Background: an optimization exercise with open tools, aiming at small area. Do not read the settings as production practice.
At most, simulation tests tie the RTL to the original design; equivalence was not proved.
Power and IR drop assume default switching activity.

==> run D <==
==> flow/design.v <==
`timescale 1ns/1ns
package rv_pkg;
    localparam int XLEN        = 32;
    localparam int REG_ADDR_W  = 5;
    localparam int DMEM_WORDS  = 64;
    localparam int DMEM_ADDR_W = $clog2(DMEM_WORDS);
    typedef logic [XLEN-1:0]       word_t;
    typedef logic [REG_ADDR_W-1:0] reg_addr_t;
    typedef enum logic [6:0] {
        OP_REG    = 7'b0110011,
        OP_IMM    = 7'b0010011,
        OP_LOAD   = 7'b0000011,
        OP_STORE  = 7'b0100011,
        OP_BRANCH = 7'b1100011
    } opcode_e;
    typedef enum logic [3:0] {
        ALU_ADD = 4'd0,
        ALU_SUB = 4'd1,
        ALU_AND = 4'd2,
        ALU_OR  = 4'd3,
        ALU_XOR = 4'd4,
        ALU_SLT = 4'd5,
        ALU_SLL = 4'd6,
        ALU_SRL = 4'd7
    } alu_op_e;
    localparam word_t NOP_INSTR = 32'h0000_0013;
endpackage
`timescale 1ns/1ns
`timescale 1ns/1ns
`timescale 1ns/1ns
`timescale 1ns/1ns
`timescale 1ns/1ns
module rv_core (
    input  logic        clk,
    input  logic        reset,
    output logic [31:0] instr_addr,
    input  logic [31:0] instr_data,
    output logic        wb_valid,
    output logic [4:0]  wb_rd,
    output logic [31:0] wb_data
);
    logic [2:0]  phase;
    logic        rot;       
    logic        clr;       
    logic [9:0]  pc;        
    logic [31:0] T;         
    logic [7:0]  X;         
    logic        carry;
    logic        flag;
    logic        wbv;
    logic [4:0]  wbrd;
    logic [31*32-1:0] rf;   
    logic L, hp;
    assign hp = (phase == 3'd7) ? L : ~L;
    logic [64*32-1:0] dm;
    logic [6:0] opc;
    logic [4:0] rd, rs1, rs2;
    logic [2:0] f3;
    assign opc = instr_data[6:0];
    assign rd  = instr_data[11:7];
    assign f3  = instr_data[14:12];
    assign rs1 = instr_data[19:15];
    assign rs2 = instr_data[24:20];
    logic is_r, is_i, is_ld, is_st, is_br, is_alu;
    logic op_sll, op_srl, op_slt, op_sub, two_rot, wr_rd;
    assign is_r   = (opc == 7'b0110011);
    assign is_i   = (opc == 7'b0010011);
    assign is_ld  = (opc == 7'b0000011);
    assign is_st  = (opc == 7'b0100011);
    assign is_br  = (opc == 7'b1100011);
    assign is_alu = is_r | is_i;
    assign op_sll = is_alu & (f3 == 3'b001);
    assign op_srl = is_alu & (f3 == 3'b101);
    assign op_slt = is_alu & (f3 == 3'b010);
    assign op_sub = (is_r & (f3 == 3'b000) & instr_data[30]) | op_slt;
    assign two_rot = op_sll | op_srl | op_slt | is_ld | is_st;
    assign wr_rd  = (is_alu | is_ld) & (rd != 5'd0);
    logic [31:0] imm;
    logic [3:0]  I;
    assign imm = is_st ? {{20{instr_data[31]}}, instr_data[31:25], instr_data[11:7]}
                       : {{20{instr_data[31]}}, instr_data[31:20]};
    assign I = imm[{phase, 2'b00} +: 4];
    logic [31:0][3:0] rhead;
    logic [63:0][3:0] mhead;
    always_comb begin
        rhead[0] = {4{hp}};
        for (int k = 1; k < 32; k++) rhead[k] = rf[(k-1)*32 +: 4];
        for (int k = 0; k < 64; k++) mhead[k] = dm[k*32 +: 4];
    end
    logic [4:0] baddr;
    logic [3:0] A, B, M, OPB;
    assign baddr = (op_sll & rot) ? rd : rs2;
    assign A   = rhead[rs1] ^ {4{hp}};
    assign B   = rhead[baddr] ^ {4{hp}};
    assign M   = mhead[X[7:2]] ^ {4{hp}};
    assign OPB = is_r ? B : I;
    logic [3:0] bb, sum;
    logic       cin, cout;
    assign bb  = op_sub ? ~OPB : OPB;
    assign cin = (phase == 3'd0) ? op_sub : carry;
    assign {cout, sum} = {1'b0, A} + {1'b0, bb} + {4'd0, cin};
    logic lt, neq, acc, taken;
    assign lt    = (A[3] ^ OPB[3]) ? A[3] : sum[3];
    assign neq   = (A != B);
    assign acc   = ((phase == 3'd0) ? 1'b0 : flag) | neq;
    assign taken = is_br & (acc ^ ~f3[0]);
    logic [4:0]  s, t;
    logic [31:0] V;
    logic [3:0]  rot4, sh;
    assign s   = {(phase == 3'd1 && !rot) ? OPB[0] : X[4], X[3:0]};
    assign t   = op_sll ? (5'd0 - s) : s;
    assign V   = {T[31:4], op_sll ? A : T[3:0]};
    logic [18:0] S4;
    logic [10:0] S3;
    logic [6:0]  S2;
    logic [4:0]  S1;
    always_comb begin
        for (int k = 0; k < 19; k++) S4[k] = t[4] ? V[(k + 16) % 32] : V[k];
        for (int k = 0; k < 11; k++) S3[k] = t[3] ? S4[k + 8] : S4[k];
        for (int k = 0; k < 7; k++)  S2[k] = t[2] ? S3[k + 4] : S3[k];
        for (int k = 0; k < 5; k++)  S1[k] = t[1] ? S2[k + 2] : S2[k];
        for (int k = 0; k < 4; k++)  rot4[k] = t[0] ? S1[k + 1] : S1[k];
    end
    logic [3:0] qp;
    logic       le7, le6, pge, pgt;
    logic [3:0] keep;
    assign qp  = {1'b0, s[4:2]} + {1'b0, phase};
    assign le7 = ~qp[3];
    assign le6 = ~qp[3] & (qp[2:0] != 3'd7);
    assign pge = (phase >= s[4:2]);
    assign pgt = (phase >  s[4:2]);
    always_comb begin
        for (int i = 0; i < 4; i++) begin
            if (op_sll) keep[i] = (2'(i) >= s[1:0]) ? pge : pgt;
            else        keep[i] = ((3'(i) + {1'b0, s[1:0]}) >= 3'd4) ? le6 : le7;
        end
    end
    assign sh = rot4 & keep;
    logic [3:0] R;
    always_comb begin
        if (is_ld)                R = M;
        else if (is_st)           R = B;
        else if (op_sll | op_srl) R = sh;
        else if (op_slt)          R = {3'b000, flag & (phase == 3'd0)};
        else begin
            case (f3)
                3'b100:  R = A ^ OPB;
                3'b110:  R = A | OPB;
                3'b111:  R = A & OPB;
                default: R = sum;
            endcase
        end
    end
    logic rd_time, reg_we, mem_we;
    always_comb begin
        if (op_sll)                   rd_time = rot ? (phase == 3'd0) : (phase != 3'd0);
        else if (two_rot)             rd_time = rot;
        else                          rd_time = !rot;
    end
    assign reg_we = wr_rd & rd_time & ~clr;
    assign mem_we = is_st & rot & ~clr;
    logic [3:0] Wq;
    logic [4:0] rdq;
    logic       rwq, mwq, clrq;
    always_ff @(posedge clk) begin
        Wq   <= (clr ? 4'd0 : R) ^ {4{~(L ^ (phase == 3'd7))}};
        rdq  <= rd;
        rwq  <= reg_we;
        mwq  <= mem_we;
        clrq <= clr;
    end
    genvar g;
    generate
        for (g = 1; g < 32; g++) begin : g_rf
            logic we;
            logic [31:0] r;
            assign we = clrq | (rwq & (rdq == 5'(g)));
            always_ff @(posedge clk)
                r <= {r[3:0], ~(we ? Wq : r[31:28]), r[27:4]};
            assign rf[(g-1)*32 +: 32] = r;
        end
        for (g = 0; g < 64; g++) begin : g_dm
            logic we;
            logic [31:0] r;
            assign we = clrq | (mwq & (X[7:2] == 6'(g)));
            always_ff @(posedge clk)
                r <= {r[3:0], ~(we ? Wq : r[31:28]), r[27:4]};
            assign dm[g*32 +: 32] = r;
        end
    endgenerate
    logic [3:0] ttail;
    assign ttail = ((op_sll | op_srl) & !rot) ? A :
                   (op_sll & rot & (phase != 3'd0)) ? B : R;
    logic last;
    assign last = (phase == 3'd7) & (rot | ~two_rot) & ~clr;
    logic [9:0] pc_next;
    assign pc_next = pc + (taken ? {instr_data[7], instr_data[30:25], instr_data[11:9]} : 10'd1);
    always_ff @(posedge clk) begin
        T    <= {ttail, T[31:4]};
        wbrd <= rd;
        carry <= cout;
        if (is_br)               flag <= acc;
        else if (phase == 3'd7)  flag <= lt;
        if (!rot && phase == 3'd0) X[3:0] <= (is_ld | is_st) ? sum : OPB;
        if (!rot && phase == 3'd1) X[7:4] <= (is_ld | is_st) ? sum : OPB;
    end
    always_ff @(posedge clk) begin
        if (reset) begin
            phase <= 3'd0;
            rot   <= 1'b0;
            clr   <= 1'b1;
            pc    <= 10'd0;
            wbv   <= 1'b0;
            L     <= 1'b0;
        end else begin
            phase <= phase + 3'd1;
            L     <= L ^ (phase == 3'd7);
            wbv   <= last & wr_rd;
            if (clr) begin
                if (phase == 3'd7) clr <= 1'b0;
            end else begin
                if (phase == 3'd7) rot <= two_rot & ~rot;
                if (last) pc <= pc_next;
            end
        end
    end
    assign instr_addr = {20'd0, pc, 2'b00};
    assign wb_valid   = wbv;
    assign wb_rd      = wbrd;
    assign wb_data    = T;
endmodule
==> flow/flow/run.sh <==
#!/bin/bash
# Own layout flow: the standard flow (standard.sh) with two changes.
#  1. Synthesis: the standard flow's own synthesis script, with ABC's mapping script
#     replaced by flow/area.abc (area-oriented). Registers are untouched.
#  2. CTS: larger sink clusters and no dummy loads.
#  3. Port buffers: the smallest buffer cell.
# Each tool's output goes to its own log in this folder and in orfs/logs.
set -euo pipefail
W=$PWD
{ cat "$W/flow/abc_override.tcl"; cat "$W/synth_recipe.tcl"; } > "$W/my_synth.tcl"
export MY_ABC_SCRIPT="$W/flow/area.abc"
export BUFFER_PORTS_ARGS="-buffer_cell sky130_fd_sc_hd__buf_1"
export CTS_ARGS="-sink_clustering_enable -repair_clock_nets -dont_use_dummy_load -sink_clustering_size 20 -sink_clustering_max_diameter 60 -buf_list sky130_fd_sc_hd__clkbuf_8"
bash "$W/standard.sh" SYNTH_SCRIPT="$W/my_synth.tcl" finish > "$W/standard.log" 2>&1
==> flow/flow/abc_override.tcl <==
# Replace the script of every ABC run with flow/area.abc (area-oriented mapping,
# no buffering or sizing: the layout flow repairs drive strengths later).
proc abc {args} {
  set i [lsearch -exact $args -script]
  if {$i >= 0} { set args [lreplace $args $i [expr {$i + 1}] -script $::env(MY_ABC_SCRIPT)] }
  set j [lsearch -exact $args -D]
  if {$j >= 0} { set args [lreplace $args $j [expr {$j + 1}]] }
  yosys abc {*}$args
}
==> flow/flow/area.abc <==
strash
balance
rewrite
refactor
balance
rewrite
rewrite -z
balance
refactor -z
rewrite -z
balance
dch -f
amap
topo
==> flow/standard.sh <==
#!/bin/bash
# synth_recipe.tcl (not shown) runs the flow's synth.tcl, then flattens the netlist and writes it again
# the make line also repeats each setting of config.mk as NAME=value (left out here)
make -C /OpenROAD-flow-scripts/flow DESIGN_CONFIG=/design/flow/config.mk WORK_HOME=/design/flow/orfs CLKGATE_MAP_FILE= SYNTH_SCRIPT=/design/flow/synth_recipe.tcl "${@:-finish}"
==> flow/config.mk <==
export PLATFORM = sky130hd
export DESIGN_NAME = rv_core
export DESIGN_NICKNAME = rv_core
export VERILOG_FILES = /design/flow/design.v
export SDC_FILE = /design/flow/constraint.sdc
export NUM_CORES = 4
export LEC_CHECK = 0
export ABC_AREA = 1
export CAP_MARGIN = 20
export CORE_MARGIN = 2
export CORE_UTILIZATION = 65
export SLEW_MARGIN = 20
==> flow/constraint.sdc <==
create_clock -name core_clock -period 10.0 [get_ports {clk}]
set_input_delay 2.0000 -clock core_clock [delete_from_list [all_inputs] [get_ports {clk}]]
set_output_delay 2.0000 -clock core_clock [all_outputs]
set_load 0.01 [all_outputs]
==> run B (differences from run D) <==
--- a/flow/design.v
+++ b/flow/design.v
@@ -108,4 +108,5 @@
     logic [31:0] V;
     logic [3:0]  rot4, sh;
+    logic [5:0]  pos;
     assign s   = {(phase == 3'd1 && !rot) ? OPB[0] : X[4], X[3:0]};
     assign t   = op_sll ? (5'd0 - s) : s;
@@ -122,19 +123,11 @@
         for (int k = 0; k < 4; k++)  rot4[k] = t[0] ? S1[k + 1] : S1[k];
     end
-    logic [3:0] qp;
-    logic       le7, le6, pge, pgt;
-    logic [3:0] keep;
-    assign qp  = {1'b0, s[4:2]} + {1'b0, phase};
-    assign le7 = ~qp[3];
-    assign le6 = ~qp[3] & (qp[2:0] != 3'd7);
-    assign pge = (phase >= s[4:2]);
-    assign pgt = (phase >  s[4:2]);
+    assign pos = {1'b0, phase, 2'b00};
     always_comb begin
         for (int i = 0; i < 4; i++) begin
-            if (op_sll) keep[i] = (2'(i) >= s[1:0]) ? pge : pgt;
-            else        keep[i] = ((3'(i) + {1'b0, s[1:0]}) >= 3'd4) ? le6 : le7;
-        end
-    end
-    assign sh = rot4 & keep;
+            if (op_sll) sh[i] = rot4[i] & ((pos + 6'(i)) >= {1'b0, s});
+            else        sh[i] = rot4[i] & ((pos + 6'(i) + {1'b0, s}) <= 6'd31);
+        end
+    end
     logic [3:0] R;
     always_comb begin
==> flow/run.sh (new file) <==
#!/bin/bash
# synth_recipe.tcl (not shown) runs the flow's synth.tcl, then flattens the netlist and writes it again
# the make line also repeats each setting of config.mk as NAME=value (left out here)
make -C /OpenROAD-flow-scripts/flow DESIGN_CONFIG=/design/flow/config.mk WORK_HOME=/design/flow/orfs CLKGATE_MAP_FILE= SYNTH_SCRIPT=/design/flow/synth_recipe.tcl finish
CTS_CLUSTER_DIAMETER = 100   (was default)
CTS_CLUSTER_SIZE = 30   (was default)
removed: flow/flow/run.sh
removed: flow/flow/abc_override.tcl
removed: flow/flow/area.abc
removed: flow/standard.sh
==> run Y (differences from run D) <==
==> flow/flow/run.sh (replaced) <==
#!/bin/bash
# Own layout flow: the standard flow (standard.sh) with these changes.
#  1. Synthesis: the standard flow's own synthesis script, with ABC's mapping script
#     replaced by flow/area.abc (area-oriented), and adders left to ABC
#     (no extract_fa). Registers are untouched.
#  2. Port buffers: the smallest buffer cell.
#  3. CTS: clkbuf_8 sink clusters and no dummy loads. The clusters start
#     large; if the finished layout's largest flip-flop clock-pin slew is
#     above SLEW_OK_PS, CTS and routing are redone with smaller clusters.
# Each tool's output goes to its own log in this folder and in orfs/logs.
set -euo pipefail
W=$PWD
SLEW_OK_PS=118
{ cat "$W/flow/abc_override.tcl"; cat "$W/synth_recipe.tcl"; } > "$W/my_synth.tcl"
export MY_ABC_SCRIPT="$W/flow/area.abc"
export BUFFER_PORTS_ARGS="-buffer_cell sky130_fd_sc_hd__buf_1"
export RES="$W/orfs/results/$FLOW_PLATFORM/rv_core/base"
export LIB="$FLOW_HOME/platforms/$FLOW_PLATFORM/lib/sky130_fd_sc_hd__tt_025C_1v80.lib"
CTS_BASE="-sink_clustering_enable -repair_clock_nets -dont_use_dummy_load -buf_list sky130_fd_sc_hd__clkbuf_8"
LADDER=("-sink_clustering_size 20 -sink_clustering_max_diameter 60"
        "-sink_clustering_size 18 -sink_clustering_max_diameter 55"
        "-sink_clustering_size 17 -sink_clustering_max_diameter 50"
        "-sink_clustering_size 16 -sink_clustering_max_diameter 50"
        "-sink_clustering_size 12 -sink_clustering_max_diameter 40")
for i in 0 1 2 3 4; do
  export CTS_ARGS="$CTS_BASE ${LADDER[$i]}"
  if [[ $i -gt 0 ]]; then
    bash "$W/standard.sh" SYNTH_SCRIPT="$W/my_synth.tcl" clean_cts clean_route clean_finish > "$W/clean_$i.log" 2>&1
  fi
  bash "$W/standard.sh" SYNTH_SCRIPT="$W/my_synth.tcl" finish > "$W/standard_$i.log" 2>&1
  openroad -no_init -exit "$W/flow/clk_slew.tcl" > "$W/clk_slew_$i.log" 2>&1 || true
  slew=$(awk '/^CLKSLEW_PS/ {print $2}' "$W/clk_slew_$i.log")
  echo "attempt $i: CTS_ARGS=$CTS_ARGS clock-pin slew ${slew:-unknown} ps"
  if [[ -n "$slew" ]] && awk -v s="$slew" -v ok="$SLEW_OK_PS" 'BEGIN { exit !(s <= ok) }'; then
    break
  fi
done
--- a/flow/flow/abc_override.tcl
+++ b/flow/flow/abc_override.tcl
@@ -8,2 +8,4 @@
   yosys abc {*}$args
 }
+# Leave adders to ABC instead of mapping them to full/half-adder cells first.
+proc extract_fa {args} { puts "extract_fa skipped" }
==> flow/flow/clk_slew.tcl (new file) <==
# Largest slew at any flip-flop clock pin of the finished layout, in ps,
# with the parasitics ORFS extracted in its finish step.
set R $::env(RES)
read_liberty $::env(LIB)
read_db $R/6_final.odb
read_sdc $R/6_final.sdc
read_spef $R/6_final.spef
set mx 0
foreach p [get_pins -hierarchical */CLK] {
  set s [get_property $p slew_max]
  if {$s > $mx} { set mx $s }
}
puts "CLKSLEW_PS [expr {$mx * 1000.0}]"
==> run G (differences from run D) <==
--- a/flow/design.v
+++ b/flow/design.v
@@ -107,34 +107,19 @@
     logic [4:0]  s, t;
     logic [31:0] V;
+    logic [63:0] VV;
     logic [3:0]  rot4, sh;
+    logic [5:0]  pos;
     assign s   = {(phase == 3'd1 && !rot) ? OPB[0] : X[4], X[3:0]};
     assign t   = op_sll ? (5'd0 - s) : s;
     assign V   = {T[31:4], op_sll ? A : T[3:0]};
-    logic [18:0] S4;
-    logic [10:0] S3;
-    logic [6:0]  S2;
-    logic [4:0]  S1;
-    always_comb begin
-        for (int k = 0; k < 19; k++) S4[k] = t[4] ? V[(k + 16) % 32] : V[k];
-        for (int k = 0; k < 11; k++) S3[k] = t[3] ? S4[k + 8] : S4[k];
-        for (int k = 0; k < 7; k++)  S2[k] = t[2] ? S3[k + 4] : S3[k];
-        for (int k = 0; k < 5; k++)  S1[k] = t[1] ? S2[k + 2] : S2[k];
-        for (int k = 0; k < 4; k++)  rot4[k] = t[0] ? S1[k + 1] : S1[k];
-    end
-    logic [3:0] qp;
-    logic       le7, le6, pge, pgt;
-    logic [3:0] keep;
-    assign qp  = {1'b0, s[4:2]} + {1'b0, phase};
-    assign le7 = ~qp[3];
-    assign le6 = ~qp[3] & (qp[2:0] != 3'd7);
-    assign pge = (phase >= s[4:2]);
-    assign pgt = (phase >  s[4:2]);
+    assign VV  = {V, V};
+    assign rot4 = VV[t +: 4];
+    assign pos = {1'b0, phase, 2'b00};
     always_comb begin
         for (int i = 0; i < 4; i++) begin
-            if (op_sll) keep[i] = (2'(i) >= s[1:0]) ? pge : pgt;
-            else        keep[i] = ((3'(i) + {1'b0, s[1:0]}) >= 3'd4) ? le6 : le7;
-        end
-    end
-    assign sh = rot4 & keep;
+            if (op_sll) sh[i] = rot4[i] & ((pos + 6'(i)) >= {1'b0, s});
+            else        sh[i] = rot4[i] & ((pos + 6'(i) + {1'b0, s}) <= 6'd31);
+        end
+    end
     logic [3:0] R;
     always_comb begin
==> flow/run.sh (new file) <==
#!/bin/bash
# synth_recipe.tcl (not shown) runs the flow's synth.tcl, then flattens the netlist and writes it again
# the make line also repeats each setting of config.mk as NAME=value (left out here)
make -C /OpenROAD-flow-scripts/flow DESIGN_CONFIG=/design/flow/config.mk WORK_HOME=/design/flow/orfs CLKGATE_MAP_FILE= SYNTH_SCRIPT=/design/flow/synth_recipe.tcl finish
CORE_UTILIZATION = 40   (was 65)
CTS_CLUSTER_DIAMETER = 100   (was default)
CTS_CLUSTER_SIZE = 30   (was default)
removed: flow/flow/run.sh
removed: flow/flow/abc_override.tcl
removed: flow/flow/area.abc
removed: flow/standard.sh
==> summary of the runs <==
- Run G went through all stages and came out clean. Run B finished with timing, DRC and antenna clean. Run D finished with timing, DRC and antenna clean. Run Y completed without violations.
- Worst setup slack, lowest first: run Y, run D, run B, run G.
- Against run D, the global-route usage of run B is higher by 0.24 points.
- Of run Y and run G, run G has the higher first-iteration DRC count (gap about 18%, measured against run G).
- The highest register-to-register slack belongs to run G, the lowest to run Y.
- Combinational power, lowest first: run Y, run D, run B, run G.
No functional check of the RTL was part of run G.

## separate check: timing with driven ports
No port has a modelled driver above. Below, the same layouts with a new extraction and two added sets of constraints. Step 1: set_driving_cell puts a clkbuf_16 on clk and a buf_2 on each other input, an assumption about the parent block. Step 2 also shifts input and output timing later by t, the mid clock arrival at the registers, as if the neighbouring blocks saw the same clock. Slacks: ideal / step 1 / step 2; pairs: ideal / step 1.
run | t, ns | slack for setup (ns) | worst hold slack (ns) | latest minus earliest clock arrival (ns) | slew at the worst register clock pin (ns)
run D | 0.895 | 0.989 / 1.009 / 0.114 | 0.260 / 0.260 / 0.260 | 0.122 / 0.123 | 0.12 / 0.12
run B | 0.814 | 2.394 / 2.447 / 1.634 | 0.306 / 0.306 / 0.306 | 0.037 / 0.037 | 0.12 / 0.12
run Y | 0.909 | 0.812 / 0.841 / -0.068 | 0.259 / 0.259 / 0.259 | 0.090 / 0.089 | 0.11 / 0.11
run G | 0.849 | 3.077 / 3.132 / 2.283 | 0.231 / 0.231 / 0.231 | 0.117 / 0.118 | 0.12 / 0.12
With both steps, setup timing fails in run Y, where it was met with ideal ports. The setup slack of run Y, which loses most, moves by +0.029 ns with the drivers and by -0.880 ns with both steps.
